Background: an optimization exercise with open tools, aiming at small area. Do not read the settings as production practice. In this exercise RTL edits were held to simulation tests only and were not proved equivalent to the original. Power is estimated from default activity; no workload was simulated.

==> flow/design.v <==
package flpc_pkg;
  localparam logic [7:0]  RST_STOP_COUNT  = 8'd20;
  localparam logic [7:0]  RST_START_COUNT = 8'd60;
  localparam logic [6:0]  RST_RUN_PCT     = 7'd40;
  localparam logic [6:0]  RST_BOOST_PCT   = 7'd60;
  localparam logic [15:0] RST_BOOST_TICKS = 16'd80;
  localparam logic [15:0] RST_PWM_TOP     = 16'd249;
endpackage
import flpc_pkg::*;
module float_level_pump_controller (
  input  logic        clk,
  input  logic        rst_n,
  input  logic        in_tvalid,
  output logic        in_tready,
  input  logic [7:0]  in_tdata,
  output logic        out_tvalid,
  input  logic        out_tready,
  output logic [23:0] out_tdata,
  input  logic        cfg_valid,
  output logic        cfg_ready,
  input  logic [2:0]  cfg_index,
  input  logic [15:0] cfg_data
);
  logic [7:0]  stop_c, start_c;
  logic [6:0]  run_p, bst_p;
  logic [15:0] bticks, top;
  logic [7:0]  cnt;       
  logic        lw;        
  logic [1:0]  lv;        
  logic [15:0] xc;        
  logic        sm;        
  logic [15:0] cmp;
  logic        ov;        
  logic        busy;      
  logic        xnz, pump, acc_in, w, hit, start_pump, stop_pump, need_calc;
  logic [7:0]  cb, lim, nc;
  logic [8:0]  inc;
  logic [1:0]  lvc, lvl;
  logic [15:0] xdec;
  assign cfg_ready  = 1'b1;
  assign in_tready  = !busy && !ov && !cfg_valid;
  assign acc_in     = in_tvalid && in_tready;
  assign out_tvalid = ov;
  assign xnz  = (xc != 16'd0);
  assign busy = sm && (lv == 2'd3);
  assign pump = (lv == 2'd3);
  assign w    = in_tdata[0];
  assign xdec = xc - 16'd1;
  always_comb begin
    cb   = (w == lw) ? cnt : 8'd0;
    inc  = {1'b0, cb} + 9'd1;
    lim  = w ? start_c : stop_c;
    hit  = (inc >= {1'b0, lim});
    nc   = hit ? lim : inc[7:0];
    lvc  = pump ? 2'd1 : lv;
    if (w ? (stop_c == 8'd0) : hit)       lvl = 2'd2;
    else if (w ? hit : (start_c == 8'd0)) lvl = 2'd1;
    else                                  lvl = lvc;
    start_pump = !xnz && (lvl == 2'd1) && !pump;
    stop_pump  = !xnz && (lvl == 2'd2);
    need_calc  = start_pump || (xnz && !sm && (xc == 16'd1));
  end
  assign out_tdata = {3'b000, sm, xnz && !sm, pump, lvc, cmp};
  logic [7:0]  cdec;
  logic [5:0]  cw, ck;
  logic        crs;
  assign cdec = 8'd1 << cfg_index;
  assign cw   = {6{rst_n & cfg_valid}} & cdec[5:0];
  assign ck   = {6{rst_n}} & ~cw;
  assign crs  = !rst_n;
  logic trot;
  assign trot = rst_n && busy && (xc[5] || (xc[4] && xc[3:1] != 3'b000));
  always_ff @(posedge clk) begin
    stop_c  <= ({8{cw[0]}} & cfg_data[7:0]) | ({8{ck[0]}} & stop_c)  | ({8{crs}} & RST_STOP_COUNT);
    start_c <= ({8{cw[1]}} & cfg_data[7:0]) | ({8{ck[1]}} & start_c) | ({8{crs}} & RST_START_COUNT);
    run_p   <= ({7{cw[2]}} & cfg_data[6:0]) | ({7{ck[2]}} & run_p)   | ({7{crs}} & RST_RUN_PCT);
    bst_p   <= ({7{cw[3]}} & cfg_data[6:0]) | ({7{ck[3]}} & bst_p)   | ({7{crs}} & RST_BOOST_PCT);
    bticks  <= ({16{cw[4]}} & cfg_data)     | ({16{ck[4]}} & bticks) | ({16{crs}} & RST_BOOST_TICKS);
    top     <= ({16{cw[5]}} & cfg_data)     | ({16{ck[5] & !trot}} & top) | ({16{trot}} & {top[0], top[15:1]})
             | ({16{crs}} & RST_PWM_TOP);
  end
  logic [5:0]  n;
  logic [7:0]  acc;
  logic        cy, sel, mul;
  logic [6:0]  pr, p;
  logic        tb_raw, tbit, ge;
  logic [8:0]  sum;
  logic [5:0]  rp, rs;
  logic [15:0] xcalc;
  assign n   = xc[5:0];
  assign acc = xc[13:6];
  assign cy  = xc[14];
  assign sel = xc[15];
  assign mul = n[5] | n[4];
  always_comb begin
    pr  = sel ? bst_p : run_p;
    p   = (pr > 7'd100) ? 7'd100 : pr;
    tb_raw = top[0] && (n[5:1] != 5'b01000);
    tbit   = tb_raw ^ cy;
    sum = {acc[7], acc} + {2'b00, tbit ? p : 7'd0};
    rp  = {acc[4:0], cmp[15]};
    rs  = rp - 6'd25;
    ge  = !rs[5] && !acc[7];
    if (mul) xcalc = {sel, tb_raw & cy, sum[8:1], xdec[5:0]};
    else     xcalc = {sel, cy, acc[7:5], ge ? rs[4:0] : rp[4:0], xdec[5:0]};
  end
  always_ff @(posedge clk) begin
    if (!rst_n) begin
      cnt  <= 8'd0;
      lw   <= 1'b0;
      lv   <= 2'd0;
      xc   <= {8'd0, RST_START_COUNT};
      sm   <= 1'b1;
      cmp  <= 16'd0;
      ov   <= 1'b0;
    end else begin
      if (ov && out_tready) ov <= 1'b0;
      if (cfg_valid && cfg_index == 3'd1 && sm && xnz) xc <= {8'd0, cfg_data[7:0]};
      if (acc_in) begin
        if (need_calc) xc <= {start_pump && (bticks != 16'd0), 1'b1, 8'h9C, 6'd33};
        else if (xnz) xc <= xdec;
        if (need_calc) sm <= 1'b1;
        else if (!xnz) sm <= 1'b0;
        if (!(xnz && !sm)) begin
          cnt <= nc;
          lw  <= w;
          lv  <= (lvl == 2'd1 && !xnz) ? 2'd3 : lvl;
        end
        if (stop_pump) cmp <= 16'd0;
        if (!need_calc) ov <= 1'b1;
      end
      if (busy) begin
        if (mul) cmp <= {sum[0], cmp[15:1]};
        else     cmp <= {cmp[14:0], ge};
        if (n == 6'd0) begin
          sm   <= 1'b0;
          ov   <= 1'b1;
          xc   <= sel ? bticks : 16'd0;
        end else begin
          xc   <= xcalc;
        end
      end
    end
  end
endmodule
==> flow/flow/run.sh <==
#!/bin/bash
# Own layout flow: the standard layout (standard.sh, ORFS's make) with
#  - the standard synthesis, unchanged, whose combinational logic is then mapped
#    again by ABC with a few area scripts (flow/remap.tcl, flow/remap_*.abc),
#    keeping the smallest result; every register stays the same instance, with
#    the same name and cell;
#  - the port buffers made with the smallest buffer, buf_1;
#  - clock tree synthesis with clkbuf_8 and no dummy loads.
# Each tool's output goes to a log file of its own in this folder.
set -euo pipefail
W=$PWD
R=$W/orfs/results/$FLOW_PLATFORM/float_level_pump_controller/base
LIB=$FLOW_HOME/platforms/$FLOW_PLATFORM/lib/sky130_fd_sc_hd__tt_025C_1v80.lib
KNOBS=(
  BUFFER_PORTS_ARGS="-buffer_cell sky130_fd_sc_hd__buf_1"
  CTS_ARGS="-sink_clustering_enable -repair_clock_nets -dont_use_dummy_load -buf_list sky130_fd_sc_hd__clkbuf_8"
)

bash standard.sh "${KNOBS[@]}" synth > make_synth.log 2>&1
cp "$R/1_2_yosys.v" std_synth.v

remap() {
  REMAP_LIB=$LIB REMAP_IN=std_synth.v REMAP_OUT=remap_$1.v REMAP_ABC=$W/flow/remap_$1.abc \
  REMAP_STAT_IN=remap_stat_in_$1.txt REMAP_STAT_OUT=remap_stat_$1.txt \
  REMAP_DONT_USE="sky130_fd_sc_hd__lpflow_* sky130_fd_sc_hd__probe_p_8 sky130_fd_sc_hd__probec_p_8" \
    yosys -c flow/remap.tcl > yosys_remap_$1.log 2>&1
}
best=""; best_area=""
for k in a b c d e f; do remap $k & done
wait
for k in a b c d e f; do
  a=$(awk '/Chip area for top module/ {print $NF}' remap_stat_$k.txt 2>/dev/null || true)
  [[ -n "$a" && -s remap_$k.v ]] || continue
  echo "remap $k: $a" >> remap_choice.txt
  if [[ -z "$best" ]] || awk -v a="$a" -v b="$best_area" 'BEGIN{exit !(a<b)}'; then best=$k; best_area=$a; fi
done
echo "chosen: $best ($best_area)" >> remap_choice.txt
[[ -n "$best" ]]
cp "remap_$best.v" "$R/1_2_yosys.v"

bash standard.sh "${KNOBS[@]}" finish > make_finish.log 2>&1
==> flow/flow/remap.tcl <==
# Re-map the standard synthesis's logic for area. The registers (and any other
# sequential cell) are kept exactly as the standard synthesis made them: same
# instances, names and cell types. Only the combinational cells between them
# are flattened into logic and mapped again by ABC with an area script.
yosys -import
set lib $::env(REMAP_LIB)
set top $::env(FLOW_TOP)
read_liberty -ignore_miss_func $lib
read_verilog $::env(REMAP_IN)
hierarchy -top $top
foreach pat {df* edf* sdf* sedf* dl* sdl* dlclkp* sdlclkp*} {
  catch { setattr -mod -set keep_hierarchy 1 sky130_fd_sc_hd__$pat }
}
flatten
# the wires flatten names after cell pins would otherwise be kept as aliases of ports
setattr -unset capacitance w:*
setattr -unset hdlname w:*
yosys rename -hide w:*.*
opt_clean -purge
tee -o $::env(REMAP_STAT_IN) stat -liberty $lib
set du {}
foreach c $::env(REMAP_DONT_USE) { lappend du -dont_use $c }
abc -liberty $lib {*}$du -script $::env(REMAP_ABC)
splitnets
opt_clean -purge
hilomap -singleton -hicell sky130_fd_sc_hd__conb_1 HI -locell sky130_fd_sc_hd__conb_1 LO
insbuf -buf sky130_fd_sc_hd__buf_1 A X
opt_clean -purge
tee -o $::env(REMAP_STAT_OUT) stat -liberty $lib
select $top
write_verilog -noattr -nohex -nodec -selected $::env(REMAP_OUT)
==> flow/flow/remap_a.abc <==
strash
balance -l
resub -K 6 -l
rewrite -l
resub -K 6 -N 2 -l
refactor -l
resub -K 8 -l
balance -l
resub -K 8 -N 2 -l
rewrite -l
resub -K 10 -l
rewrite -z -l
resub -K 10 -N 2 -l
balance -l
resub -K 12 -l
refactor -z -l
resub -K 12 -N 2 -l
rewrite -z -l
balance -l
balance -l
resub -K 6 -l
rewrite -l
resub -K 6 -N 2 -l
refactor -l
resub -K 8 -l
balance -l
resub -K 8 -N 2 -l
rewrite -l
resub -K 10 -l
rewrite -z -l
resub -K 10 -N 2 -l
balance -l
resub -K 12 -l
refactor -z -l
resub -K 12 -N 2 -l
rewrite -z -l
balance -l
dch -f
amap
topo
==> flow/flow/remap_b.abc <==
strash
balance -l
resub -K 6 -l
rewrite -l
resub -K 6 -N 2 -l
refactor -l
resub -K 8 -l
balance -l
resub -K 8 -N 2 -l
rewrite -l
resub -K 10 -l
rewrite -z -l
resub -K 10 -N 2 -l
balance -l
resub -K 12 -l
refactor -z -l
resub -K 12 -N 2 -l
rewrite -z -l
balance -l
balance -l
resub -K 6 -l
rewrite -l
resub -K 6 -N 2 -l
refactor -l
resub -K 8 -l
balance -l
resub -K 8 -N 2 -l
rewrite -l
resub -K 10 -l
rewrite -z -l
resub -K 10 -N 2 -l
balance -l
resub -K 12 -l
refactor -z -l
resub -K 12 -N 2 -l
rewrite -z -l
balance -l
dch -f
amap -F 3 -A 5 -C 1000
topo
==> flow/flow/remap_c.abc <==
strash
balance -l
resub -K 6 -l
rewrite -l
resub -K 6 -N 2 -l
refactor -l
resub -K 8 -l
balance -l
resub -K 8 -N 2 -l
rewrite -l
resub -K 10 -l
rewrite -z -l
resub -K 10 -N 2 -l
balance -l
resub -K 12 -l
refactor -z -l
resub -K 12 -N 2 -l
rewrite -z -l
balance -l
balance -l
resub -K 6 -l
rewrite -l
resub -K 6 -N 2 -l
refactor -l
resub -K 8 -l
balance -l
resub -K 8 -N 2 -l
rewrite -l
resub -K 10 -l
rewrite -z -l
resub -K 10 -N 2 -l
balance -l
resub -K 12 -l
refactor -z -l
resub -K 12 -N 2 -l
rewrite -z -l
balance -l
dch -f
amap
strash
dch -f
amap
topo
==> flow/flow/remap_d.abc <==
strash
dc2
balance -l
resub -K 6 -l
rewrite -l
resub -K 6 -N 2 -l
refactor -l
resub -K 8 -l
balance -l
resub -K 8 -N 2 -l
rewrite -l
resub -K 10 -l
rewrite -z -l
resub -K 10 -N 2 -l
balance -l
resub -K 12 -l
refactor -z -l
resub -K 12 -N 2 -l
rewrite -z -l
balance -l
dc2
balance -l
resub -K 6 -l
rewrite -l
resub -K 6 -N 2 -l
refactor -l
resub -K 8 -l
balance -l
resub -K 8 -N 2 -l
rewrite -l
resub -K 10 -l
rewrite -z -l
resub -K 10 -N 2 -l
balance -l
resub -K 12 -l
refactor -z -l
resub -K 12 -N 2 -l
rewrite -z -l
balance -l
dch -f
amap
topo
==> flow/flow/remap_e.abc <==
strash
balance -l
resub -K 6 -l
rewrite -l
resub -K 6 -N 2 -l
refactor -l
resub -K 8 -l
balance -l
resub -K 8 -N 2 -l
rewrite -l
resub -K 10 -l
rewrite -z -l
resub -K 10 -N 2 -l
balance -l
resub -K 12 -l
refactor -z -l
resub -K 12 -N 2 -l
rewrite -z -l
balance -l
dch -f
amap -F 5 -A 5
topo
==> flow/flow/remap_f.abc <==
strash
balance -l
resub -K 6 -l
rewrite -l
resub -K 6 -N 2 -l
refactor -l
resub -K 8 -l
balance -l
resub -K 8 -N 2 -l
rewrite -l
resub -K 10 -l
rewrite -z -l
resub -K 10 -N 2 -l
balance -l
resub -K 12 -l
refactor -z -l
resub -K 12 -N 2 -l
rewrite -z -l
balance -l
balance -l
resub -K 6 -l
rewrite -l
resub -K 6 -N 2 -l
refactor -l
resub -K 8 -l
balance -l
resub -K 8 -N 2 -l
rewrite -l
resub -K 10 -l
rewrite -z -l
resub -K 10 -N 2 -l
balance -l
resub -K 12 -l
refactor -z -l
resub -K 12 -N 2 -l
rewrite -z -l
balance -l
dch -f
amap -F 3 -A 5 -C 1000
strash
dch -f
amap -F 3 -A 5 -C 1000
topo
==> flow/standard.sh <==
#!/bin/bash
# synth_recipe.tcl (not shown) runs the flow's synth.tcl, then flattens the netlist and writes it again
# the make line also repeats each setting of config.mk as NAME=value (left out here)
make -C /OpenROAD-flow-scripts/flow DESIGN_CONFIG=/design/flow/config.mk WORK_HOME=/design/flow/orfs CLKGATE_MAP_FILE= SYNTH_SCRIPT=/design/flow/synth_recipe.tcl "${@:-finish}"
==> flow/config.mk <==
export PLATFORM = sky130hd
export DESIGN_NAME = float_level_pump_controller
export DESIGN_NICKNAME = float_level_pump_controller
export VERILOG_FILES = /design/flow/design.v
export SDC_FILE = /design/flow/constraint.sdc
export NUM_CORES = 4
export LEC_CHECK = 0
export ABC_AREA = 1
export CAP_MARGIN = 20
export CORE_MARGIN = 2
export CORE_UTILIZATION = 40
export SLEW_MARGIN = 20
==> flow/constraint.sdc <==
create_clock -name core_clock -period 10.0 [get_ports {clk}]
set_input_delay 2.0000 -clock core_clock [delete_from_list [all_inputs] [get_ports {clk}]]
set_output_delay 2.0000 -clock core_clock [all_outputs]
set_load 0.01 [all_outputs]
==> results by group, run 1 <==
Global routing
  • Tot GR Track Use: 23.62%
  • First-pass GRT wire length: 24730 µm
  • Initial antenna violation count: 0
  • Largest net degree at the start of global routing: 52
  • Vias in the first global route: 4812
  • Remaining Overflow, GRT: 0

Synth
  • Synthesis Warnings: 1
  • Post-synthesis average cell area: 7.627 µm²
  • Mapped cell area: 5087 µm²
  • Post-Syn Instances: 667

Routing
  • Routed length per instance: 17.53 µm
  • Via Count: 5258
  • Drt via density: 5.868
  • DRC: 0
  • Drt total wl: 15710 µm
  • Iteration count of the initial detailed-routing pass: 5
  • Routed Antenna Nets: 0
  • Detailed router's first-iteration violation count: 521

Min path
  • Worst hold-check path type: register to register
  • Hold path depth: 2
  • Hold path endpoint: cnt[7]
  • Hold Path Origin: cnt[7]

CTS
  • Clock sink count: 107
  • Post-CTS Resized: 0
  • CTS tree: yes
  • Postcts setup bufs: 0
  • Clock slew at reported path FFs: 0.09 ns
  • Post-CTS Hold Fix Bufs: 0
  • CTS Buf Count: 9
  • Clock Tree Root: clkbuf_8
  • Clock Tree Buf Depth: 2
  • Htree depth: 3
  • Clock latency (worst-skew pair): 0.40 ns

Place
  • Pre-CTS setup slack: 2.369 ns
  • Placement-stage cell area: 5515 µm²
  • Post-DP HPWL: 11580 µm
  • Routability congestion estimate from global placement: 0.9393
  • Placed Instances: 887
  • PortBufs: 47

Finish
  • Non-Filler Instances: 896
  • Most frequent cells in the layout: 107 x dfxtp_1, 105 x clkinv_1, 76 x o22ai_1, 75 x nor2_1, 63 x o21ai_0
  • Final layout net count: 758
  • Commonest non-fill, non-tap cell in the layout: dfxtp_1
  • Area Overhead vs Synth: 11.04%
  • Post-route cell area: 5649 µm²
  • Layout cells sized above 1: 2.348%
  • Ant. Diodes: 0

Timing
  • Setup TNS: 0 ns
  • Max Clk Rate: 135.7 MHz
  • PnR worst setup slack: 2.631 ns
  • Slew @ Worst Pin: 1.044 ns
  • Fin crit share: 73.69%
  • Max Transition Viols Final: 0
  • Hold Vio Cnt, Final: 0
  • RSZ-0062 raised after global routing: no
  • Worst clock skew: 0.03090 ns
  • Fin crit period: 7.369 ns
  • Slew Limit Headroom: 30.37%
  • Final Setup Violations: 0

Floorplanning
  • Die Y-Extent: 116.8 µm
  • Full die area: 13640 µm²
  • Die W: 116.8 µm
  • Starting Density: 40.64%
  • Rows: 41
  • CORE AREA: 12520 µm²
  • IO Pins: 59

Power and ir drop
  • VDD IR max: 73.71 µV
  • P per Cell Area: 139.2 nW/µm²
  • Leakage: 1.856 nW

Setup path
  • Worst setup EP type: register
  • CP required: 10.32 ns
  • Crit path max fanout: 13
  • Setup slack, reg-to-reg: 4.32 ns
  • Start of the worst register-to-register path: lw
  • Critical path type: input port to register
  • Reg2Reg Depth: 25
  • Crit path arrival time: 7.68 ns
  • RR Endpoint: xc[0]
  • Startpoint types: input port

Flow run
  • Maxcap violations: 0

Status
  • Outcome: complete, no violations
-- per-layer routing --
metal	vias to the layer above	GRT usage (%)	routed length (µm)
met1	2454	32.00	7237
li1	2590	-	-
met5	-	0	0
met4	0	8.784	369
met2	190	37.53	7069
met3	24	4.531	1035
-- cell type report --
| class | instances | area, µm² |
|---|---|---|
| Clock buffer | 9 | 123.9 |
| Sequential cell | 107 | 2142 |
| Inverter | 105 | 394.1 |
| Timing Repair Buffer | 52 | 215.2 |
| Multi-Input combinational cell | 451 | 2559 |
| Tap cell | 172 | 215.2 |
| Fill cell | 1291 | 6868 |
-- worst max path at each step --
stage,end,slack (ns),startpoint
global placement,xc[0],2.52,in_tdata[0]
detailed placement,xc[0],2.37,in_tdata[0]
CTS,xc[0],2.77,in_tdata[0]
floorplan,cmp[10],3.31,in_tdata[0]
global route,xc[0],2.06,in_tdata[0]
finish,xc[0],2.63,in_tdata[0]
-- registers in the layout, indices dropped and copies added (netlist names) --
name,cells
bticks,16
cmp,16
top,16
xc,16
cnt,8
start_c,8
stop_c,8
bst_p,7
run_p,7
lv,2
lw,1
ov,1
sm,1
-- worst max-delay path, stage by stage --
cell	delay, ns
buf_1	0.37
nor2_1	0.10
a21oi_1	0.42
clkinv_1	0.21
nand2_1	0.14
clkinv_1	0.08
nand2_1	0.09
clkinv_1	0.08
o21ai_0	0.34
a221o_1	0.21
o21ai_0	0.07
o21ai_0	0.09
o221ai_1	0.14
a222oi_1	0.23
nor2_1	0.08
a21oi_1	0.16
o21ai_0	0.33
clkinv_1	0.26
o21ai_0	0.13
a31o_1	0.24
or2_0	0.25
o22ai_1	0.81
clkinv_1	0.30
nor2_1	0.28
a221oi_1	0.09
o21ai_0	0.19
-- power by group --
group / leakage [nW] / switching, W / total (W) / internal, W
combinational: 0.921 / 0.0000764 / 0.000115 / 0.0000382
sequential: 0.871 / 0.0000132 / 0.000455 / 0.000442
clock: 0.0647 / 0.000135 / 0.000216 / 0.0000811
total: 1.86 / 0.000225 / 0.000786 / 0.000561
-- metrics by stage --
stage / total power, W / hold WS [ns] / util [%]
floorplan: 0.0005386 / 0.4248 / -
finish: 0.0007861 / 0.4596 / 45.13
CTS: 0.0007934 / 0.4649 / 45.05
global placement: 0.0005739 / 0.4474 / 44.06
global route: 0.0008232 / 0.4945 / 45.13
detailed placement: 0.0005767 / 0.4551 / 44.06
==> run 2, diff against run 1 <==
--- a/flow/flow/run.sh
+++ b/flow/flow/run.sh
@@ -3,4 +3,5 @@
 #  - the standard synthesis, unchanged, whose combinational logic is then mapped
-#    again by ABC with a few area scripts (flow/remap.tcl, flow/remap_*.abc),
-#    keeping the smallest result; every register stays the same instance, with
+#    again by ABC with a few area scripts (flow/remap.tcl, flow/remap_*.abc,
+#    most with ABC's time-limited &deepsyn), four at a time, keeping the
+#    smallest result; every register stays the same instance, with
 #    the same name and cell;
@@ -28,5 +29,7 @@
 best=""; best_area=""
-for k in a b c d e f; do remap $k & done
+for k in d1 d2 d3 d4; do remap $k & done
 wait
-for k in a b c d e f; do
+for k in d5 d6 f g; do remap $k & done
+wait
+for k in d1 d2 d3 d4 d5 d6 f g; do
   a=$(awk '/Chip area for top module/ {print $NF}' remap_stat_$k.txt 2>/dev/null || true)
==> flow/flow/remap_d1.abc (new file) <==
strash
dc2
balance -l
resub -K 6 -l
rewrite -l
resub -K 6 -N 2 -l
refactor -l
resub -K 8 -l
balance -l
resub -K 8 -N 2 -l
rewrite -l
resub -K 10 -l
rewrite -z -l
resub -K 10 -N 2 -l
balance -l
resub -K 12 -l
refactor -z -l
resub -K 12 -N 2 -l
rewrite -z -l
balance -l
dc2
balance -l
resub -K 6 -l
rewrite -l
resub -K 6 -N 2 -l
refactor -l
resub -K 8 -l
balance -l
resub -K 8 -N 2 -l
rewrite -l
resub -K 10 -l
rewrite -z -l
resub -K 10 -N 2 -l
balance -l
resub -K 12 -l
refactor -z -l
resub -K 12 -N 2 -l
rewrite -z -l
balance -l
&get -n
&deepsyn -T 120 -S 1
&put
dc2
dch -f
amap -F 3 -A 5 -C 1000
strash
dch -f
amap -F 3 -A 5 -C 1000
topo
==> flow/flow/remap_d2.abc (new file) <==
strash
dc2
balance -l
resub -K 6 -l
rewrite -l
resub -K 6 -N 2 -l
refactor -l
resub -K 8 -l
balance -l
resub -K 8 -N 2 -l
rewrite -l
resub -K 10 -l
rewrite -z -l
resub -K 10 -N 2 -l
balance -l
resub -K 12 -l
refactor -z -l
resub -K 12 -N 2 -l
rewrite -z -l
balance -l
dc2
balance -l
resub -K 6 -l
rewrite -l
resub -K 6 -N 2 -l
refactor -l
resub -K 8 -l
balance -l
resub -K 8 -N 2 -l
rewrite -l
resub -K 10 -l
rewrite -z -l
resub -K 10 -N 2 -l
balance -l
resub -K 12 -l
refactor -z -l
resub -K 12 -N 2 -l
rewrite -z -l
balance -l
&get -n
&deepsyn -T 120 -S 2
&put
dc2
balance -l
resub -K 6 -l
rewrite -l
resub -K 6 -N 2 -l
refactor -l
resub -K 8 -l
balance -l
resub -K 8 -N 2 -l
rewrite -l
resub -K 10 -l
rewrite -z -l
resub -K 10 -N 2 -l
balance -l
resub -K 12 -l
refactor -z -l
resub -K 12 -N 2 -l
rewrite -z -l
balance -l
dch -f
amap -F 3 -A 5 -C 1000
strash
dch -f
amap -F 3 -A 5 -C 1000
topo
==> flow/flow/remap_d3.abc (new file) <==
strash
dc2
balance -l
resub -K 6 -l
rewrite -l
resub -K 6 -N 2 -l
refactor -l
resub -K 8 -l
balance -l
resub -K 8 -N 2 -l
rewrite -l
resub -K 10 -l
rewrite -z -l
resub -K 10 -N 2 -l
balance -l
resub -K 12 -l
refactor -z -l
resub -K 12 -N 2 -l
rewrite -z -l
balance -l
dc2
balance -l
resub -K 6 -l
rewrite -l
resub -K 6 -N 2 -l
refactor -l
resub -K 8 -l
balance -l
resub -K 8 -N 2 -l
rewrite -l
resub -K 10 -l
rewrite -z -l
resub -K 10 -N 2 -l
balance -l
resub -K 12 -l
refactor -z -l
resub -K 12 -N 2 -l
rewrite -z -l
balance -l
&get -n
&deepsyn -T 120 -S 3
&put
dc2
dch -f
amap -F 3 -A 5 -C 1000
strash
dch -f
amap -F 3 -A 5 -C 1000
topo
==> flow/flow/remap_d4.abc (new file) <==
strash
dc2
balance -l
resub -K 6 -l
rewrite -l
resub -K 6 -N 2 -l
refactor -l
resub -K 8 -l
balance -l
resub -K 8 -N 2 -l
rewrite -l
resub -K 10 -l
rewrite -z -l
resub -K 10 -N 2 -l
balance -l
resub -K 12 -l
refactor -z -l
resub -K 12 -N 2 -l
rewrite -z -l
balance -l
dc2
balance -l
resub -K 6 -l
rewrite -l
resub -K 6 -N 2 -l
refactor -l
resub -K 8 -l
balance -l
resub -K 8 -N 2 -l
rewrite -l
resub -K 10 -l
rewrite -z -l
resub -K 10 -N 2 -l
balance -l
resub -K 12 -l
refactor -z -l
resub -K 12 -N 2 -l
rewrite -z -l
balance -l
&get -n
&deepsyn -T 120 -S 4
&put
dc2
balance -l
resub -K 6 -l
rewrite -l
resub -K 6 -N 2 -l
refactor -l
resub -K 8 -l
balance -l
resub -K 8 -N 2 -l
rewrite -l
resub -K 10 -l
rewrite -z -l
resub -K 10 -N 2 -l
balance -l
resub -K 12 -l
refactor -z -l
resub -K 12 -N 2 -l
rewrite -z -l
balance -l
dch -f
amap -F 3 -A 5 -C 1000
strash
dch -f
amap -F 3 -A 5 -C 1000
topo
==> flow/flow/remap_d5.abc (new file) <==
strash
dc2
balance -l
resub -K 6 -l
rewrite -l
resub -K 6 -N 2 -l
refactor -l
resub -K 8 -l
balance -l
resub -K 8 -N 2 -l
rewrite -l
resub -K 10 -l
rewrite -z -l
resub -K 10 -N 2 -l
balance -l
resub -K 12 -l
refactor -z -l
resub -K 12 -N 2 -l
rewrite -z -l
balance -l
dc2
balance -l
resub -K 6 -l
rewrite -l
resub -K 6 -N 2 -l
refactor -l
resub -K 8 -l
balance -l
resub -K 8 -N 2 -l
rewrite -l
resub -K 10 -l
rewrite -z -l
resub -K 10 -N 2 -l
balance -l
resub -K 12 -l
refactor -z -l
resub -K 12 -N 2 -l
rewrite -z -l
balance -l
&get -n
&deepsyn -T 120 -S 5
&put
dc2
dch -f
amap -F 3 -A 5 -C 1000
strash
dch -f
amap -F 3 -A 5 -C 1000
topo
==> flow/flow/remap_d6.abc (new file) <==
strash
dc2
balance -l
resub -K 6 -l
rewrite -l
resub -K 6 -N 2 -l
refactor -l
resub -K 8 -l
balance -l
resub -K 8 -N 2 -l
rewrite -l
resub -K 10 -l
rewrite -z -l
resub -K 10 -N 2 -l
balance -l
resub -K 12 -l
refactor -z -l
resub -K 12 -N 2 -l
rewrite -z -l
balance -l
dc2
balance -l
resub -K 6 -l
rewrite -l
resub -K 6 -N 2 -l
refactor -l
resub -K 8 -l
balance -l
resub -K 8 -N 2 -l
rewrite -l
resub -K 10 -l
rewrite -z -l
resub -K 10 -N 2 -l
balance -l
resub -K 12 -l
refactor -z -l
resub -K 12 -N 2 -l
rewrite -z -l
balance -l
&get -n
&deepsyn -T 120 -S 6
&put
dc2
balance -l
resub -K 6 -l
rewrite -l
resub -K 6 -N 2 -l
refactor -l
resub -K 8 -l
balance -l
resub -K 8 -N 2 -l
rewrite -l
resub -K 10 -l
rewrite -z -l
resub -K 10 -N 2 -l
balance -l
resub -K 12 -l
refactor -z -l
resub -K 12 -N 2 -l
rewrite -z -l
balance -l
dch -f
amap -F 3 -A 5 -C 1000
strash
dch -f
amap -F 3 -A 5 -C 1000
topo
==> flow/flow/remap_g.abc (new file) <==
strash
dc2
balance -l
resub -K 6 -l
rewrite -l
resub -K 6 -N 2 -l
refactor -l
resub -K 8 -l
balance -l
resub -K 8 -N 2 -l
rewrite -l
resub -K 10 -l
rewrite -z -l
resub -K 10 -N 2 -l
balance -l
resub -K 12 -l
refactor -z -l
resub -K 12 -N 2 -l
rewrite -z -l
balance -l
dc2
balance -l
resub -K 6 -l
rewrite -l
resub -K 6 -N 2 -l
refactor -l
resub -K 8 -l
balance -l
resub -K 8 -N 2 -l
rewrite -l
resub -K 10 -l
rewrite -z -l
resub -K 10 -N 2 -l
balance -l
resub -K 12 -l
refactor -z -l
resub -K 12 -N 2 -l
rewrite -z -l
balance -l
dch -f
amap -F 3 -A 5 -C 1000
strash
dch -f
amap -F 3 -A 5 -C 1000
topo
removed: flow/flow/remap_a.abc
removed: flow/flow/remap_b.abc
removed: flow/flow/remap_c.abc
removed: flow/flow/remap_d.abc
removed: flow/flow/remap_e.abc
==> results by group, run 2 <==
Synth
  • Post-Syn Instances: 610 (was 667)
  • Synthesis Warnings: 1 (unchanged)
  • Mapped cell area: 4858 µm² (was 5087 µm²)
  • Post-synthesis average cell area: 7.965 µm² (was 7.627 µm²)

Setup path
  • Startpoint types: input port (unchanged)
  • Crit path arrival time: 6.71 ns (was 7.68 ns)
  • CP required: 10.25 ns (was 10.32 ns)
  • Worst setup EP type: register (unchanged)
  • Start of the worst register-to-register path: xc[15] (was lw)
  • Crit path max fanout: 11 (was 13)
  • Worst Setup SP: in_tdata[0] (unchanged)
  • Critical path type: input port to register (unchanged)

Global routing
  • First-pass GRT wire length: 23080 µm (was 24730 µm)
  • Remaining Overflow, GRT: 0 (unchanged)
  • Initial antenna violation count: 0 (unchanged)
  • Largest net degree at the start of global routing: 39 (was 52)
  • Tot GR Track Use: 22.58% (was 23.62%)
  • Vias in the first global route: 4533 (was 4812)

Finish
  • Layout Utilization: 45.09% (was 45.13%)
  • Area Overhead vs Synth: 10.56% (was 11.04%)
  • Ant. Diodes: 0 (unchanged)
  • Commonest non-fill, non-tap cell in the layout: dfxtp_1 (unchanged)
  • Final layout net count: 701 (was 758)
  • Non-Filler Instances: 814 (was 896)
  • Layout cells sized above 1: 2.249% (was 2.348%)
  • Most frequent cells in the layout: 107 x dfxtp_1, 97 x clkinv_1, 70 x nor2_1, 52 x o21ai_0, 51 x nand2_1 (was 107 x dfxtp_1, 105 x clkinv_1, 76 x o22ai_1, 75 x nor2_1, 63 x o21ai_0)

Timing
  • RSZ-0062 raised after global routing: no (unchanged)
  • Slew Limit Headroom: 30.36% (was 30.37%)
  • Fin crit share: 64.56% (was 73.69%)
  • Max Clk Rate: 154.9 MHz (was 135.7 MHz)
  • Setup TNS: 0 ns (unchanged)
  • Slew @ Worst Pin: 1.034 ns (was 1.044 ns)
  • Worst clock skew: 0.02540 ns (was 0.03090 ns)
  • Final Setup Violations: 0 (unchanged)
  • Fin crit period: 6.456 ns (was 7.369 ns)
  • Hold Vio Cnt, Final: 0 (unchanged)
  • Max Transition Viols Final: 0 (unchanged)
  • WHS: 0.4374 ns (was 0.4596 ns)

CTS
  • Clock sink count: 107 (unchanged)
  • Clock Tree Buf Depth: 2 (unchanged)
  • Post-CTS Resized: 0 (unchanged)
  • Clock slew at reported path FFs: 0.10 ns (was 0.09 ns)
  • CTS Buf Count: 9 (unchanged)
  • CTS tree: yes (unchanged)
  • Postcts setup bufs: 0 (unchanged)
  • Htree depth: 3 (unchanged)
  • Clock latency (worst-skew pair): 0.38 ns (was 0.40 ns)
  • Post-CTS Hold Fix Bufs: 0 (unchanged)
  • Clock Tree Root: clkbuf_8 (unchanged)

Routing
  • Drt total wl: 14310 µm (was 15710 µm)
  • Routed Antenna Nets: 0 (unchanged)
  • DRC: 0 (unchanged)
  • Detailed router's first-iteration violation count: 436 (was 521)
  • Via Count: 4913 (was 5258)
  • Iteration count of the initial detailed-routing pass: 5 (unchanged)
  • Drt via density: 6.036 (was 5.868)
  • Routed length per instance: 17.58 µm (was 17.53 µm)

Place
  • PortBufs: 47 (unchanged)
  • Placed Instances: 805 (was 887)
  • Post-DP HPWL: 10570 µm (was 11580 µm)
  • Routability congestion estimate from global placement: 0.8878 (was 0.9393)

Power and ir drop
  • VDD IR max: 70.73 µV (was 73.71 µV)
  • Tot Pwr: 0.0007185 W (was 0.0007861 W)
  • P per Cell Area: 133.8 nW/µm² (was 139.2 nW/µm²)
  • Leakage: 1.793 nW (was 1.856 nW)

Min path
  • Hold Path Origin: top[9] (was cnt[7])
  • Worst hold-check path type: register to register (unchanged)

Floorplanning
  • Rows: 40 (was 41)
  • IO Pins: 59 (unchanged)
  • Die Y-Extent: 114.2 µm (was 116.8 µm)
  • Full die area: 13040 µm² (was 13640 µm²)
  • Die W: 114.2 µm (was 116.8 µm)
  • CORE AREA: 11910 µm² (was 12520 µm²)
  • Starting Density: 40.79% (was 40.64%)

Flow run
  • Maxcap violations: 0 (unchanged)

Status
  • Outcome: complete, no violations (unchanged)
run 2: cell count changes in the layout (fill, tap and decap cells not counted), sizes merged, moves of 4 or more:
cell | previous run | this run
o22ai | 76 | 33
o21ai | 63 | 52
a222oi | 16 | 26
o221ai | 8 | 17
clkinv | 105 | 97
a21oi | 34 | 29
nor2 | 75 | 70
a311oi | 1 | 5
nand3 | 26 | 22
or3 | 1 | 5
run 2: routing by layer:
layer	share of wire, %	up-vias	track usage, %
met2	44	177	34.68
li1	-	2390	-
met5	0	-	0
met3	8.2	29	5.241
met1	46	2317	30.63
met4	2.4	0	9.350
run 2: cell type report:
cell class                      count  area, µm²
Fill cell                        1236       6540
Multi-Input combinational cell    402       2344
Inverter                           97      364.1
Sequential cell                   107       2142
Timing Repair Buffer               52      214.0
Tap cell                          147      183.9
Clock buffer                        9      123.9
run 2: worst paths after layout:
kind | slack, ns | endpoint | cells after the start
worst min-delay path | 0.44 | top[8] | 2
worst max-delay path | 3.54 | xc[10] | 19
worst max register to register | 5.41 | xc[12] | 20
worst min register to register | 0.44 | top[8] | 2
run 2: per-stage QoR:
stage	cell area (µm²)	setup WS, ns
2_1_floorplan	4866	4.320
3_3_place_gp	5248	3.351
3_5_place_dp	5248	3.270
4_1_cts	5371	3.693
5_1_grt	5371	3.019
6_report	5371	3.544
run 2: critical path, cell delays in order:
cell	delay [ns]
buf_1	0.31
clkinv_1	0.36
o22ai_1	0.49
clkinv_1	0.27
nor3_1	0.36
a221oi_1	0.13
a221o_1	0.36
o221ai_1	0.07
a222oi_1	0.09
nor2_1	0.15
a21oi_1	0.05
o22ai_1	0.28
a31oi_1	0.11
a21o_1	0.23
nor3_1	0.32
a21oi_1	0.18
nor2_1	0.53
nor4_1	0.12
a2111oi_0	0.31
run 2: report_power, final:
part           switching, W  internal (W)  total (W)
combinational     0.0000422     0.0000189  0.0000612
sequential       0.00000679      0.000436   0.000442
clock              0.000134     0.0000812   0.000215
total              0.000183      0.000536   0.000718
==> run 3, diff against run 2 <==
--- a/flow/flow/run.sh
+++ b/flow/flow/run.sh
@@ -31,5 +31,7 @@
 wait
-for k in d5 d6 f g; do remap $k & done
+for k in d5 d6 d7 d8; do remap $k & done
 wait
-for k in d1 d2 d3 d4 d5 d6 f g; do
+for k in f g; do remap $k & done
+wait
+for k in d1 d2 d3 d4 d5 d6 d7 d8 f g; do
   a=$(awk '/Chip area for top module/ {print $NF}' remap_stat_$k.txt 2>/dev/null || true)
--- a/flow/flow/remap_d1.abc
+++ b/flow/flow/remap_d1.abc
@@ -40,5 +40,23 @@
 &get -n
-&deepsyn -T 120 -S 1
+&deepsyn -T 150 -S 1
 &put
 dc2
+balance -l
+resub -K 6 -l
+rewrite -l
+resub -K 6 -N 2 -l
+refactor -l
+resub -K 8 -l
+balance -l
+resub -K 8 -N 2 -l
+rewrite -l
+resub -K 10 -l
+rewrite -z -l
+resub -K 10 -N 2 -l
+balance -l
+resub -K 12 -l
+refactor -z -l
+resub -K 12 -N 2 -l
+rewrite -z -l
+balance -l
 dch -f
--- a/flow/flow/remap_d2.abc
+++ b/flow/flow/remap_d2.abc
@@ -40,3 +40,3 @@
 &get -n
-&deepsyn -T 120 -S 2
+&deepsyn -T 150 -S 2
 &put
@@ -62,6 +62,6 @@
 dch -f
-amap -F 3 -A 5 -C 1000
+amap -F 10 -A 10 -C 5000
 strash
 dch -f
-amap -F 3 -A 5 -C 1000
+amap -F 10 -A 10 -C 5000
 topo
--- a/flow/flow/remap_d3.abc
+++ b/flow/flow/remap_d3.abc
@@ -40,5 +40,23 @@
 &get -n
-&deepsyn -T 120 -S 3
+&deepsyn -T 150 -S 3
 &put
 dc2
+balance -l
+resub -K 6 -l
+rewrite -l
+resub -K 6 -N 2 -l
+refactor -l
+resub -K 8 -l
+balance -l
+resub -K 8 -N 2 -l
+rewrite -l
+resub -K 10 -l
+rewrite -z -l
+resub -K 10 -N 2 -l
+balance -l
+resub -K 12 -l
+refactor -z -l
+resub -K 12 -N 2 -l
+rewrite -z -l
+balance -l
 dch -f
--- a/flow/flow/remap_d4.abc
+++ b/flow/flow/remap_d4.abc
@@ -40,3 +40,3 @@
 &get -n
-&deepsyn -T 120 -S 4
+&deepsyn -T 150 -S 4
 &put
@@ -62,6 +62,6 @@
 dch -f
-amap -F 3 -A 5 -C 1000
+amap -F 10 -A 10 -C 5000
 strash
 dch -f
-amap -F 3 -A 5 -C 1000
+amap -F 10 -A 10 -C 5000
 topo
--- a/flow/flow/remap_d5.abc
+++ b/flow/flow/remap_d5.abc
@@ -40,5 +40,23 @@
 &get -n
-&deepsyn -T 120 -S 5
+&deepsyn -T 150 -S 5
 &put
 dc2
+balance -l
+resub -K 6 -l
+rewrite -l
+resub -K 6 -N 2 -l
+refactor -l
+resub -K 8 -l
+balance -l
+resub -K 8 -N 2 -l
+rewrite -l
+resub -K 10 -l
+rewrite -z -l
+resub -K 10 -N 2 -l
+balance -l
+resub -K 12 -l
+refactor -z -l
+resub -K 12 -N 2 -l
+rewrite -z -l
+balance -l
 dch -f
--- a/flow/flow/remap_d6.abc
+++ b/flow/flow/remap_d6.abc
@@ -40,3 +40,3 @@
 &get -n
-&deepsyn -T 120 -S 6
+&deepsyn -T 150 -S 6
 &put
@@ -62,6 +62,6 @@
 dch -f
-amap -F 3 -A 5 -C 1000
+amap -F 10 -A 10 -C 5000
 strash
 dch -f
-amap -F 3 -A 5 -C 1000
+amap -F 10 -A 10 -C 5000
 topo
==> flow/flow/remap_d7.abc (new file) <==
strash
dc2
balance -l
resub -K 6 -l
rewrite -l
resub -K 6 -N 2 -l
refactor -l
resub -K 8 -l
balance -l
resub -K 8 -N 2 -l
rewrite -l
resub -K 10 -l
rewrite -z -l
resub -K 10 -N 2 -l
balance -l
resub -K 12 -l
refactor -z -l
resub -K 12 -N 2 -l
rewrite -z -l
balance -l
dc2
balance -l
resub -K 6 -l
rewrite -l
resub -K 6 -N 2 -l
refactor -l
resub -K 8 -l
balance -l
resub -K 8 -N 2 -l
rewrite -l
resub -K 10 -l
rewrite -z -l
resub -K 10 -N 2 -l
balance -l
resub -K 12 -l
refactor -z -l
resub -K 12 -N 2 -l
rewrite -z -l
balance -l
&get -n
&deepsyn -T 150 -S 7
&put
dc2
balance -l
resub -K 6 -l
rewrite -l
resub -K 6 -N 2 -l
refactor -l
resub -K 8 -l
balance -l
resub -K 8 -N 2 -l
rewrite -l
resub -K 10 -l
rewrite -z -l
resub -K 10 -N 2 -l
balance -l
resub -K 12 -l
refactor -z -l
resub -K 12 -N 2 -l
rewrite -z -l
balance -l
dch -f
amap -F 3 -A 5 -C 1000
strash
dch -f
amap -F 3 -A 5 -C 1000
topo
==> flow/flow/remap_d8.abc (new file) <==
strash
dc2
balance -l
resub -K 6 -l
rewrite -l
resub -K 6 -N 2 -l
refactor -l
resub -K 8 -l
balance -l
resub -K 8 -N 2 -l
rewrite -l
resub -K 10 -l
rewrite -z -l
resub -K 10 -N 2 -l
balance -l
resub -K 12 -l
refactor -z -l
resub -K 12 -N 2 -l
rewrite -z -l
balance -l
dc2
balance -l
resub -K 6 -l
rewrite -l
resub -K 6 -N 2 -l
refactor -l
resub -K 8 -l
balance -l
resub -K 8 -N 2 -l
rewrite -l
resub -K 10 -l
rewrite -z -l
resub -K 10 -N 2 -l
balance -l
resub -K 12 -l
refactor -z -l
resub -K 12 -N 2 -l
rewrite -z -l
balance -l
&get -n
&deepsyn -T 150 -S 8
&put
dc2
balance -l
resub -K 6 -l
rewrite -l
resub -K 6 -N 2 -l
refactor -l
resub -K 8 -l
balance -l
resub -K 8 -N 2 -l
rewrite -l
resub -K 10 -l
rewrite -z -l
resub -K 10 -N 2 -l
balance -l
resub -K 12 -l
refactor -z -l
resub -K 12 -N 2 -l
rewrite -z -l
balance -l
dch -f
amap -F 10 -A 10 -C 5000
strash
dch -f
amap -F 10 -A 10 -C 5000
topo
==> results by group, run 3 <==
Routing
  • Met2 wire len: 6201 µm (was 6244 µm)
  • Top layer in use: met4 (unchanged)
  • Detailed router's first-iteration violation count: 555 (was 436)
  • Routed Antenna Nets: 0 (unchanged)
  • Met1 WL: 6697 µm (was 6548 µm)
  • DRC: 0 (unchanged)
  • Via Count: 4852 (was 4913)
  • Iteration count of the initial detailed-routing pass: 8 (was 5)
  • Drt total wl: 14090 µm (was 14310 µm)
  • WL met3: 917 µm (was 1173 µm)
  • Drt via density: 6.012 (was 6.036)
  • Routed length per instance: 17.45 µm (was 17.58 µm)

CTS
  • Clock Tree Root: clkbuf_8 (unchanged)
  • Clock slew at reported path FFs: 0.09 ns (was 0.10 ns)
  • CTS Buf Count: 9 (unchanged)
  • Clock latency (worst-skew pair): 0.39 ns (was 0.38 ns)
  • Post-CTS Resized: 0 (unchanged)
  • Htree depth: 3 (unchanged)
  • Clock sink count: 107 (unchanged)
  • CTS tree: yes (unchanged)
  • Post-CTS Hold Fix Bufs: 0 (unchanged)
  • Clock Tree Buf Depth: 2 (unchanged)
  • Postcts setup bufs: 0 (unchanged)

Floorplanning
  • Starting Density: 40.71% (was 40.79%)
  • Rows: 40 (unchanged)
  • Die Y-Extent: 114.1 µm (was 114.2 µm)
  • IO Pins: 59 (unchanged)
  • Die W: 114.1 µm (was 114.2 µm)
  • CORE AREA: 11910 µm² (unchanged)
  • Full die area: 13020 µm² (was 13040 µm²)

Power and ir drop
  • Internal power component: 0.0005355 W (was 0.0005357 W)
  • Leakage: 1.775 nW (was 1.793 nW)
  • Net Sw Frac: 25.48% (was 25.44%)
  • Clock share of power: 30.1% (was 29.9%)
  • VDD IR max: 74.09 µV (was 70.73 µV)
  • Sequential share of power: 61.5% (was 61.6%)
  • Combinational Power Share: 8.3% (was 8.5%)
  • Psw: 0.0001831 W (was 0.0001828 W)
  • P per Cell Area: 133.9 nW/µm² (was 133.8 nW/µm²)

Finish
  • Multi-input logic area: 2312 µm² (was 2344 µm²)
  • Layout cells sized above 1: 2.424% (was 2.249%)
  • FF/Latch Area: 2142 µm² (unchanged)
  • Fill cell count: 1243 (was 1236)
  • Ant. Diodes: 0 (unchanged)
  • Area Overhead vs Synth: 10.66% (was 10.56%)
  • Commonest non-fill, non-tap cell in the layout: dfxtp_1 (unchanged)
  • Most frequent cells in the layout: 107 x dfxtp_1, 104 x clkinv_1, 67 x nor2_1, 54 x o21ai_0, 47 x buf_1 (was 107 x dfxtp_1, 97 x clkinv_1, 70 x nor2_1, 52 x o21ai_0, 51 x nand2_1)
  • Final layout net count: 694 (was 701)

Synth
  • Post-synthesis average cell area: 8.043 µm² (was 7.965 µm²)
  • Mapped cell area: 4850 µm² (was 4858 µm²)
  • Synthesis Warnings: 1 (unchanged)
  • Post-Syn Instances: 603 (was 610)

Setup path
  • Start of the worst register-to-register path: lw (was xc[15])
  • Worst setup EP type: register (unchanged)
  • RR Endpoint: xc[9] (was xc[12])
  • Crit path arrival time: 7.03 ns (was 6.71 ns)
  • Crit path max fanout: 12 (was 11)
  • Setup slack, reg-to-reg: 5.25 ns (was 5.41 ns)
  • Critical path type: input port to register (unchanged)
  • Startpoint types: input port (unchanged)
  • CP required: 10.31 ns (was 10.25 ns)
  • Reg2Reg Depth: 21 (was 20)

Timing
  • PnR worst setup slack: 3.282 ns (was 3.544 ns)
  • Setup TNS: 0 ns (unchanged)
  • Hold Vio Cnt, Final: 0 (unchanged)
  • Worst clock skew: 0.02748 ns (was 0.02540 ns)
  • Final Setup Violations: 0 (unchanged)
  • RSZ-0062 raised after global routing: no (unchanged)
  • Fin crit share: 67.18% (was 64.56%)
  • Max Transition Viols Final: 0 (unchanged)
  • Slew Limit Headroom: 28.79% (was 30.36%)
  • Fin crit period: 6.718 ns (was 6.456 ns)
  • Slew @ Worst Pin: 1.064 ns (was 1.034 ns)
  • Max Clk Rate: 148.9 MHz (was 154.9 MHz)

Global routing
  • First-pass GRT wire length: 22660 µm (was 23080 µm)
  • Remaining Overflow, GRT: 0 (unchanged)
  • Tot GR Track Use: 22.16% (was 22.58%)
  • Vias in the first global route: 4392 (was 4533)
  • Initial antenna violation count: 0 (unchanged)
  • Largest net degree at the start of global routing: 41 (was 39)

Place
  • Pre-CTS setup slack: 3.032 ns (was 3.270 ns)
  • Post-DP HPWL: 10460 µm (was 10570 µm)
  • PortBufs: 47 (unchanged)
  • Routability congestion estimate from global placement: 0.9133 (was 0.8878)

Status
  • Outcome: complete, no violations (unchanged)

Min path
  • Worst hold-check path type: register to register (unchanged)
  • Hold path depth: 2 (unchanged)
  • Hold Path Origin: top[11] (was top[9])
  • Hold path endpoint: top[10] (was top[8])

Flow run
  • Maxcap violations: 0 (unchanged)
## run 3: cell types whose count changed in the layout (fill, tap and decap cells not counted), sizes merged, moves of 4 or more
cell and delta:
clkinv +7, o221ai -12, a221o +4, a21oi -6
a22oi +4, o22ai +5, nand2 -13
## run 3: worst max path at each step
stage | slack, ns | to | startpoint | cells past startpoint
CTS | 3.38 | xc[9] | in_tdata[0] | 22
detailed placement | 3.03 | xc[9] | in_tdata[0] | 22
finish | 3.28 | xc[9] | in_tdata[0] | 22
floorplan | 4.31 | cmp[0] | in_tdata[0] | 15
global placement | 3.01 | xc[9] | in_tdata[0] | 22
global route | 2.62 | xc[9] | in_tdata[0] | 22
## run 3: final cells by class
class,instances,area share (%)
clock buffer,9,2.308
inverter,104,7.274
multi-input combinational,388,43.09
sequential,107,39.92
tap,147,3.427
timing repair buffer,52,3.987
## run 3: critical path, cell delays in order
cell and delay (ns):
buf_1 0.29, clkinv_1 0.36, o22ai_1 0.51, clkinv_1 0.26, nor3_1 0.29, a221o_1 0.21, o221ai_1 0.11, a222oi_1 0.28
o22a_1 0.22, a31oi_1 0.04, o21ai_0 0.55, a31oi_1 0.13, a21o_1 0.23, nor2_1 0.12, o21ai_0 0.14, o41ai_1 0.12
clkinv_1 0.17, nor2_1 0.38, clkinv_1 0.26, o211ai_1 0.15, a31oi_1 0.10, o21ai_0 0.09
## run 3: stage by stage
stage          std cells  util, %  power [W]  hold WS (ns)  instance area [µm²]
2_1_floorplan        605        -  0.0004871        0.4307                 4857
3_3_place_gp         798    43.97  0.0005099        0.4436                 5238
3_5_place_dp         798    43.97  0.0005111        0.4482                 5238
4_1_cts              807    45.01  0.0007248        0.4744                 5361
5_1_grt              807    45.05  0.0007477        0.4945                 5366
6_report             807    45.05  0.0007187        0.4719                 5366
## run 3: layer usage
metal | global-route usage [%] | vias to the layer above
met5 | 0 | -
met4 | 7.724 | 0
met3 | 3.282 | 16
met2 | 34.60 | 178
met1 | 31.37 | 2289
li1 | - | 2369
## run 3: power by group through the flow
stage          clock network, W  registers (W)  logic [W]
6_report               0.000217       0.000442  0.0000598
5_1_grt                0.000237       0.000443  0.0000668
4_1_cts                0.000223       0.000442  0.0000595
3_5_place_dp                  0       0.000452  0.0000593
3_3_place_gp                  0       0.000452  0.0000583
2_1_floorplan                 0       0.000450  0.0000372

## re-timing with driven ports
No port has a modelled driver above. Below, the same layouts with a new extraction and two added sets of constraints.
Step 1, drivers: a clkbuf_16 drives clk and a buf_2 each remaining input, both assumed.
Step 2 moves the port delays by t, midway between the first and last clock arrival at a register: inputs arrive t later, outputs are due t later. That takes back most of the time a late clock gives input paths.
Slacks: ideal ports / drivers / drivers and shift; pairs: ideal ports / drivers.
run | shift t [ns] | slack for setup (ns) | hold slack, ns | clock arrival spread, ns | slew at the worst register clock pin (ns)
run 1 | 0.420 | 2.631 / 2.642 / 2.221 | 0.460 / 0.460 / 0.460 | 0.032 / 0.031 | 0.11 / 0.11
run 2 | 0.406 | 3.544 / 3.558 / 3.152 | 0.437 / 0.437 / 0.437 | 0.026 / 0.025 | 0.10 / 0.10
run 3 | 0.411 | 3.282 / 3.290 / 2.879 | 0.472 / 0.472 / 0.472 | 0.027 / 0.028 | 0.11 / 0.11
After both steps every run listed still meets setup and hold. For run 1, which loses most, drivers alone change the setup slack by +0.011 ns; drivers and shift together by -0.410 ns.
